This design comes from an exercise in tuning for small area on the open sky130 flow, not from production work. Function was checked by simulation only, so behaviour that the tests miss may differ from the original. Power and IR drop assume default switching activity. The flow treats the clock pin as an ideal source, which a real chip does not have.

==> flow/design.v <==
`default_nettype none
package cpu_pkg;
    typedef logic [32-1:0]                word_t;
    typedef logic [32-1:0]                instr_t;
    typedef logic [5-1:0]              reg_addr_t;
    typedef logic [$clog2(32)-1:0]  mem_index_t;    
    typedef logic [7:0]                          byte_t;
    typedef logic [$clog2(32/8)-1:0]      lane_t;
    typedef enum logic [1:0] {
        LOAD_IDLE,       
        LOAD_FILL,       
        LOAD_RUN         
    } load_state_t;
    typedef enum logic [1:0] {ALU_ADD, ALU_SUB, ALU_AND, ALU_OR} alu_op_t;
    typedef enum logic [1:0] {FWD_REG, FWD_EX_MEM, FWD_MEM_WB} fwd_sel_t;
    typedef struct packed {
        alu_op_t alu_op;
        logic    alu_src_imm;    
        logic    reg_write;
        logic    mem_read;
        logic    mem_write;
        logic    mem_to_reg;     
    } ctrl_t;
    typedef struct packed {
        ctrl_t     ctrl;
        word_t     rs1_data;
        word_t     rs2_data;
        word_t     imm;
        reg_addr_t rs1;
        reg_addr_t rs2;
        reg_addr_t rd;
    } id_ex_t;
    typedef struct packed {
        ctrl_t     ctrl;
        word_t     alu_result;   
        word_t     store_data;
        reg_addr_t rd;
    } ex_mem_t;
    typedef struct packed {
        logic      reg_write;
        reg_addr_t rd;
        word_t     data;
    } wb_t;
endpackage
`default_nettype wire
`timescale 1ns/1ps
`default_nettype none
module log_lookup #(
    parameter int N = 31
) (
    input  logic [5:0]      key_i,
    input  logic [N-1:0]    vld_i,
    input  logic [6*N-1:0]  tag_i,       
    input  logic [32*N-1:0] val_i,       
    output logic [N-1:0]    hit_o,
    output logic [31:0]     val_o
);
    logic [N-1:0] hit_hi;        
    genvar p, b;
    generate
        for (p = 0; p < N; p++) begin : g_match
            tag_match u_match (
                .tag_i (tag_i[6*p +: 6]),
                .key_i (key_i),
                .vld_i (vld_i[p]),
                .hit_o (hit_o[p]),
                .hit2_o(hit_hi[p])
            );
        end
        for (b = 0; b < 32; b++) begin : g_sel
            logic [N-1:0] d;
            for (p = 0; p < N; p++) begin : g_d
                assign d[p] = val_i[32*p + b];
            end
            bit_select #(.N(N)) u_sel (
                .hit_i (b < 16 ? hit_o : hit_hi),
                .d_i   (d),
                .y_o   (val_o[b])
            );
        end
    endgenerate
endmodule
module tag_match (
    input  logic [5:0] tag_i,
    input  logic [5:0] key_i,
    input  logic       vld_i,
    output logic       hit_o,
    output logic       hit2_o
);
    logic miss;
    assign miss = !(vld_i && (tag_i == key_i));
    hit_drv u_drv  (.a_i (miss), .y_o (hit_o));
    hit_drv u_drv2 (.a_i (miss), .y_o (hit2_o));
endmodule
module hit_drv (
    input  logic a_i,
    output logic y_o
);
    assign y_o = !a_i;
endmodule
module aoi222 (
    input  logic a1, a2, b1, b2, c1, c2,
    output logic y
);
    assign y = ~((a1 & a2) | (b1 & b2) | (c1 & c2));
endmodule
module bit_select #(
    parameter int N = 31
) (
    input  logic [N-1:0] hit_i,
    input  logic [N-1:0] d_i,
    output logic         y_o
);
    localparam int G  = N / 3;               
    localparam int R  = N - 3 * G;           
    localparam int NG = G + R;               
    localparam int M  = (NG + 3) / 4;        
    logic [4*M-1:0] t_n;
    logic [M-1:0]   part;
    genvar k;
    generate
        for (k = 0; k < G; k++) begin : g_aoi
            aoi222 u_aoi (
                .a1 (hit_i[3*k]),   .a2 (d_i[3*k]),
                .b1 (hit_i[3*k+1]), .b2 (d_i[3*k+1]),
                .c1 (hit_i[3*k+2]), .c2 (d_i[3*k+2]),
                .y  (t_n[k])
            );
        end
        for (k = 0; k < R; k++) begin : g_rest
            assign t_n[G+k] = ~(hit_i[3*G+k] & d_i[3*G+k]);
        end
        if (4 * M > NG) begin : g_pad
            assign t_n[4*M-1:NG] = '1;
        end
        for (k = 0; k < M; k++) begin : g_nand
            assign part[k] = ~&t_n[4*k +: 4];
        end
    endgenerate
    assign y_o = |part;
endmodule
`default_nettype wire
`timescale 1ns/1ps
`default_nettype none
module alu (
    input  logic [31:0] a_i,         
    input  logic [31:0] b_i,         
    input  logic [11:0] imm_i,       
    input  logic        is_r_i,      
    input  logic        is_sub_i,
    input  logic        is_and_i,
    input  logic        is_or_i,
    input  logic        is_mem_i,    
    output logic [31:0] y_o
);
    logic [31:0] imm, hs, g, c;
    logic        sel_sum, sel_g, sel_hs;
    assign imm     = {{20{imm_i[11]}}, imm_i} & {32{!is_r_i}};
    assign sel_sum = !is_and_i && !is_or_i && !is_mem_i;
    assign sel_g   = is_and_i || is_or_i;
    assign sel_hs  = is_or_i;
    genvar i;
    generate
        for (i = 0; i < 32; i++) begin : g_bit
            alu_bit u_bit (
                .a_i       (a_i[i]),
                .b_i       (b_i[i]),
                .imm_i     (imm[i]),
                .c_i       (c[i]),
                .use_b_i   (is_r_i),
                .inv_b_i   (is_sub_i),
                .sel_sum_i (sel_sum),
                .sel_g_i   (sel_g),
                .sel_hs_i  (sel_hs),
                .sel_b_i   (is_mem_i),
                .hs_o      (hs[i]),
                .g_o       (g[i]),
                .y_o       (y_o[i])
            );
        end
    endgenerate
    cla_carry32 u_carry (
        .g_i   (g),
        .p_i   (hs),
        .cin_i (is_sub_i),
        .c_o   (c)
    );
endmodule
module alu_bit (
    input  logic a_i,
    input  logic b_i,
    input  logic imm_i,          
    input  logic c_i,            
    input  logic use_b_i,
    input  logic inv_b_i,
    input  logic sel_sum_i,
    input  logic sel_g_i,
    input  logic sel_hs_i,
    input  logic sel_b_i,
    output logic hs_o,
    output logic g_o,
    output logic y_o
);
    logic bop;
    assign bop  = (use_b_i & (b_i ^ inv_b_i)) | imm_i;
    assign hs_o = a_i ^ bop;
    assign g_o  = a_i & bop;
    assign y_o  = (sel_sum_i & (hs_o ^ c_i)) | (sel_g_i & g_o) | (sel_hs_i & hs_o) | (sel_b_i & b_i);
endmodule
module cla_carry32 (
    input  logic [31:0] g_i,
    input  logic [31:0] p_i,
    input  logic        cin_i,
    output logic [31:0] c_o
);
    logic [8:0] bc;                  
    logic [7:0] bg, bp;
    assign bc[0] = cin_i;
    genvar k, j;
    generate
        for (k = 0; k < 8; k++) begin : g_blk
            assign bp[k] = &p_i[4*k +: 4];
            assign bg[k] = g_i[4*k+3]
                         | (p_i[4*k+3] & g_i[4*k+2])
                         | (p_i[4*k+3] & p_i[4*k+2] & g_i[4*k+1])
                         | (p_i[4*k+3] & p_i[4*k+2] & p_i[4*k+1] & g_i[4*k]);
            assign bc[k+1] = bg[k] | (bp[k] & bc[k]);
            assign c_o[4*k] = bc[k];
            for (j = 1; j < 4; j++) begin : g_in
                assign c_o[4*k+j] = g_i[4*k+j-1] | (p_i[4*k+j-1] & c_o[4*k+j-1]);
            end
        end
    endgenerate
endmodule
`default_nettype wire
`timescale 1ns/1ps
`default_nettype none
module cpu_top (
    input  logic       clk_i,
    input  logic       reset,
    input  logic [7:0] instr_i,
    input  logic       data_or_reg_i,    
    input  logic [4:0] address_i,
    input  logic [1:0] vout_addr_i,
    output logic [7:0] value_o
);
    localparam int N = 31;                     
    localparam logic [1:0] ST_IDLE = 2'd0,     
                           ST_FILL = 2'd1,     
                           ST_RUN  = 2'd2,     
                           ST_DONE = 2'd3;     
    logic [1:0]  st_q;
    logic [1:0]  ph_q;           
    logic [23:0] w_q;            
    logic        fill, mode, clear;
    logic [7:0]  fbyte;
    assign fill  = (st_q == ST_FILL) && (instr_i != 8'hFF);
    assign fbyte = fill ? instr_i : 8'h00;     
    assign mode  = (st_q == ST_DONE);
    assign clear = (st_q == ST_IDLE);
    always_ff @(posedge clk_i or posedge reset) begin
        if (reset) begin
            st_q <= ST_IDLE;
            ph_q <= 2'd0;
        end else begin
            ph_q <= (st_q == ST_IDLE) ? 2'd0 : ph_q + 2'd1;
            case (st_q)
                ST_IDLE: if (instr_i == 8'hFE) st_q <= ST_FILL;
                ST_FILL: if (instr_i == 8'hFF) st_q <= ST_RUN;
                ST_RUN:  if (ph_q == 2'd0) st_q <= ST_DONE;
                default: ;
            endcase
        end
    end
    always_ff @(posedge clk_i) begin
        w_q <= {fbyte, w_q[23:8]};
    end
    logic [31:0]     val_q [N];
    logic [5:0]      tag_q [N];
    logic [N-1:0]    vld_q;
    logic [N-1:0]    hit, kill;
    logic [5:0]      key, new_tag;
    logic [31:0]     look, new_val, a;
    logic            wr, w2, drop;
    logic [6*N-1:0]  tag_flat;
    logic [32*N-1:0] val_flat;
    always_ff @(posedge clk_i) begin
        val_q[0] <= w2 ? look : val_q[N-1];
        val_q[1] <= new_val;
        tag_q[0] <= tag_q[N-1];
        tag_q[1] <= wr ? new_tag : tag_q[0];
        for (int p = 2; p < N; p++) begin
            val_q[p] <= val_q[p-1];
            tag_q[p] <= tag_q[p-1];
        end
        vld_q <= {vld_q[N-2:1] & ~kill[N-2:1],
                  wr | (vld_q[0] & ~kill[0]),
                  !w2 && vld_q[N-1] && !kill[N-1]};
    end
    always_comb begin
        for (int p = 0; p < N; p++) begin
            tag_flat[6*p +: 6]   = tag_q[p];
            val_flat[32*p +: 32] = val_q[p];
        end
    end
    log_lookup #(.N(N)) u_lookup (
        .key_i (key),
        .vld_i (vld_q),
        .tag_i (tag_flat),
        .val_i (val_flat),
        .hit_o (hit),
        .val_o (look)
    );
    assign drop = (ph_q == 2'd0) && !mode && vld_q[1];
    assign kill = ({hit[N-1:2], 1'b0, hit[0]} & {N{drop}}) | {N{clear}};
    logic [31:0] word;           
    logic [6:0]  opc;
    logic [2:0]  f3;
    logic [4:0]  rd;
    logic        is_addi, is_r, is_lw, is_sw, is_sub, is_and, is_or;
    logic [6:0]  asum;
    logic [4:0]  daddr;
    assign word = {fbyte, w_q};
    assign opc  = word[6:0];
    assign f3   = word[14:12];
    assign rd   = word[11:7];
    assign is_addi = (opc == 7'b0010011) && (f3 == 3'b000);
    assign is_r    = (opc == 7'b0110011) && (f3 == 3'b000 || f3 == 3'b111 || f3 == 3'b110);
    assign is_lw   = (opc == 7'b0000011);
    assign is_sw   = (opc == 7'b0100011);
    assign is_sub  = is_r && (f3 == 3'b000) && word[30];
    assign is_and  = is_r && (f3 == 3'b111);
    assign is_or   = is_r && (f3 == 3'b110);
    assign w2 = (ph_q == 2'd2) && (w_q[14:8] != 7'd0);     
    assign wr = (ph_q == 2'd3) && (((is_addi || is_r || is_lw) && rd != 5'd0) || is_sw);
    assign a     = val_q[0];     
    assign asum  = a[6:0] + (is_sw ? {word[26:25], word[11:7]} : word[26:20]);
    assign daddr = asum[6:2];
    alu u_alu (
        .a_i      (a),
        .b_i      (look),
        .imm_i    (word[31:20] & {12{wr}}),
        .is_r_i   (is_r && wr),
        .is_sub_i (is_sub && wr),
        .is_and_i (is_and && wr),
        .is_or_i  (is_or && wr),
        .is_mem_i ((is_lw || is_sw) && wr),
        .y_o      (new_val)
    );
    assign new_tag = is_sw ? {1'b0, daddr} : {1'b1, rd};
    always_comb begin
        if (mode)               key = {data_or_reg_i, address_i};
        else if (ph_q == 2'd2)  key = {1'b1, fbyte[3:0], w_q[23]};             
        else if (ph_q == 2'd3)  key = is_lw ? {1'b0, daddr}                     
                                            : {1'b1, fbyte[0], w_q[23:20]};     
        else                    key = tag_q[1];                                 
    end
    assign value_o = mode ? look[{vout_addr_i, 3'b000} +: 8] : 8'h00;
endmodule
`default_nettype wire
clock: 12.0 ns
lec_check: 0
cap_margin: 20
core_margin: 2
core_utilization: 70
gpl_routability_driven: 1
place_density: 0.8
slew_margin: 20
synth_hierarchical: 1
standard.sh (not shown) runs the stock make flow with config.mk's settings and CLKGATE_MAP_FILE= SYNTH_SCRIPT=/design/flow/synth_recipe.tcl, a recipe that flattens the netlist after the stock synthesis.
==> flow/flow/run.sh <==
#!/bin/bash
# The standard layout (the standard.sh) with two changes:
#  - the port buffers are the smallest buffer,
#  - clock tree synthesis inserts no dummy loads and clusters up
#    to 30 flip-flops within 80 um under each leaf buffer.
# make's full output goes to flow_standard.log; ORFS keeps each
# step's own log under orfs/logs/.
set -euo pipefail
bash standard.sh \
    "BUFFER_PORTS_ARGS=-buffer_cell sky130_fd_sc_hd__buf_1" \
    "CTS_ARGS=-sink_clustering_enable -repair_clock_nets -dont_use_dummy_load -sink_clustering_size 30 -sink_clustering_max_diameter 80" \
    finish > flow_standard.log 2>&1
==> next run, changes <==
--- a/flow/design.v
+++ b/flow/design.v
@@ -250,9 +250,12 @@
                            ST_RUN  = 2'd2,     
                            ST_DONE = 2'd3;     
     logic [1:0]  st_q;
     logic [1:0]  ph_q;           
-    logic [23:0] w_q;            
+    logic [31:0] w_q;            
+    logic        pk_q;           
+    logic [5:0]  key_q;          
+    logic        tv_q;           
     logic        fill, mode, clear;
     logic [7:0]  fbyte;
     assign fill  = (st_q == ST_FILL) && (instr_i != 8'hFF);
     assign fbyte = fill ? instr_i : 8'h00;     
@@ -266,27 +269,27 @@
             ph_q <= (st_q == ST_IDLE) ? 2'd0 : ph_q + 2'd1;
             case (st_q)
                 ST_IDLE: if (instr_i == 8'hFE) st_q <= ST_FILL;
                 ST_FILL: if (instr_i == 8'hFF) st_q <= ST_RUN;
-                ST_RUN:  if (ph_q == 2'd0) st_q <= ST_DONE;
+                ST_RUN:  if (ph_q == 2'd1) st_q <= ST_DONE;
                 default: ;
             endcase
         end
     end
     always_ff @(posedge clk_i) begin
-        w_q <= {fbyte, w_q[23:8]};
+        w_q <= {fbyte, w_q[31:8]};
     end
     logic [31:0]     val_q [N];
     logic [5:0]      tag_q [N];
     logic [N-1:0]    vld_q;
     logic [N-1:0]    hit, kill;
     logic [5:0]      key, new_tag;
     logic [31:0]     look, new_val, a;
-    logic            wr, w2, drop;
+    logic            wr, w3;
     logic [6*N-1:0]  tag_flat;
     logic [32*N-1:0] val_flat;
     always_ff @(posedge clk_i) begin
-        val_q[0] <= w2 ? look : val_q[N-1];
+        val_q[0] <= w3 ? look : val_q[N-1];
         val_q[1] <= new_val;
         tag_q[0] <= tag_q[N-1];
         tag_q[1] <= wr ? new_tag : tag_q[0];
         for (int p = 2; p < N; p++) begin
@@ -294,9 +297,9 @@
             tag_q[p] <= tag_q[p-1];
         end
         vld_q <= {vld_q[N-2:1] & ~kill[N-2:1],
                   wr | (vld_q[0] & ~kill[0]),
-                  !w2 && vld_q[N-1] && !kill[N-1]};
+                  !w3 && vld_q[N-1] && !kill[N-1]};
     end
     always_comb begin
         for (int p = 0; p < N; p++) begin
             tag_flat[6*p +: 6]   = tag_q[p];
@@ -310,18 +313,17 @@
         .val_i (val_flat),
         .hit_o (hit),
         .val_o (look)
     );
-    assign drop = (ph_q == 2'd0) && !mode && vld_q[1];
-    assign kill = ({hit[N-1:2], 1'b0, hit[0]} & {N{drop}}) | {N{clear}};
+    assign kill = ({hit[N-1:2], 1'b0, hit[0]} & {N{tv_q}}) | {N{clear}};
     logic [31:0] word;           
     logic [6:0]  opc;
     logic [2:0]  f3;
     logic [4:0]  rd;
     logic        is_addi, is_r, is_lw, is_sw, is_sub, is_and, is_or;
     logic [6:0]  asum;
     logic [4:0]  daddr;
-    assign word = {fbyte, w_q};
+    assign word = w_q;
     assign opc  = word[6:0];
     assign f3   = word[14:12];
     assign rd   = word[11:7];
     assign is_addi = (opc == 7'b0010011) && (f3 == 3'b000);
@@ -330,10 +332,11 @@
     assign is_sw   = (opc == 7'b0100011);
     assign is_sub  = is_r && (f3 == 3'b000) && word[30];
     assign is_and  = is_r && (f3 == 3'b111);
     assign is_or   = is_r && (f3 == 3'b110);
-    assign w2 = (ph_q == 2'd2) && (w_q[14:8] != 7'd0);     
-    assign wr = (ph_q == 2'd3) && (((is_addi || is_r || is_lw) && rd != 5'd0) || is_sw);
+    assign w3 = (ph_q == 2'd3) && (w_q[14:8] != 7'd0);     
+    assign wr = (ph_q == 2'd0) && pk_q && !clear &&
+                (((is_addi || is_r || is_lw) && rd != 5'd0) || is_sw);
     assign a     = val_q[0];     
     assign asum  = a[6:0] + (is_sw ? {word[26:25], word[11:7]} : word[26:20]);
     assign daddr = asum[6:2];
     alu u_alu (
@@ -349,12 +352,17 @@
     );
     assign new_tag = is_sw ? {1'b0, daddr} : {1'b1, rd};
     always_comb begin
         if (mode)               key = {data_or_reg_i, address_i};
-        else if (ph_q == 2'd2)  key = {1'b1, fbyte[3:0], w_q[23]};             
-        else if (ph_q == 2'd3)  key = is_lw ? {1'b0, daddr}                     
-                                            : {1'b1, fbyte[0], w_q[23:20]};     
-        else                    key = tag_q[1];                                 
+        else if (ph_q == 2'd3)  key = {1'b1, w_q[27:23]};                       
+        else if (ph_q == 2'd0)  key = is_lw ? {1'b0, daddr}                     
+                                            : {1'b1, w_q[24:20]};               
+        else                    key = key_q;                                    
+    end
+    always_ff @(posedge clk_i) begin
+        key_q <= new_tag;
+        tv_q  <= wr;
+        pk_q  <= w3;
     end
     assign value_o = mode ? look[{vout_addr_i, 3'b000} +: 8] : 8'h00;
 endmodule
 `default_nettype wire
=>
- sequential share of layout area came out higher by 0.20 points
- hold slack gets worse by 12 ps
- power climbs by a few percent
- via count is higher by a few percent
- critical path depth rises by 1
- first-iteration DRC count climbs by about a fifth
- global-route usage is lower by 0.36 points
- non-clock buffer count drops by 2
- synthesized area is higher slightly

==> afterwards: timing with drivers on the ports <==
How much do the figures lean on ideal ports? The routed layouts below were timed once more, with nothing changed but the port constraints.
Step 1, drivers: a clkbuf_16 drives clk_i and a buf_2 each remaining input, both assumed.
Step 2 also shifts input and output timing later by t, the mid clock arrival at the registers, as if the neighbouring blocks saw the same clock.
Three values: no drivers, after step 1, after step 2; two values: the first two.
run	t (ns)	slack for setup (ns)	hold WS [ns]	slew at the worst register clock pin (ns)
the first run	0.679	1.140 / 1.118 / 1.118	0.333 / 0.333 / 0.333	0.11 / 0.11
the second run	0.664	1.253 / 1.194 / 1.858	0.320 / 0.320 / 0.320	0.11 / 0.11
After both steps every run listed still meets setup and hold. For the first run, which loses most, drivers alone change the setup slack by -0.022 ns; drivers and shift together by -0.022 ns.
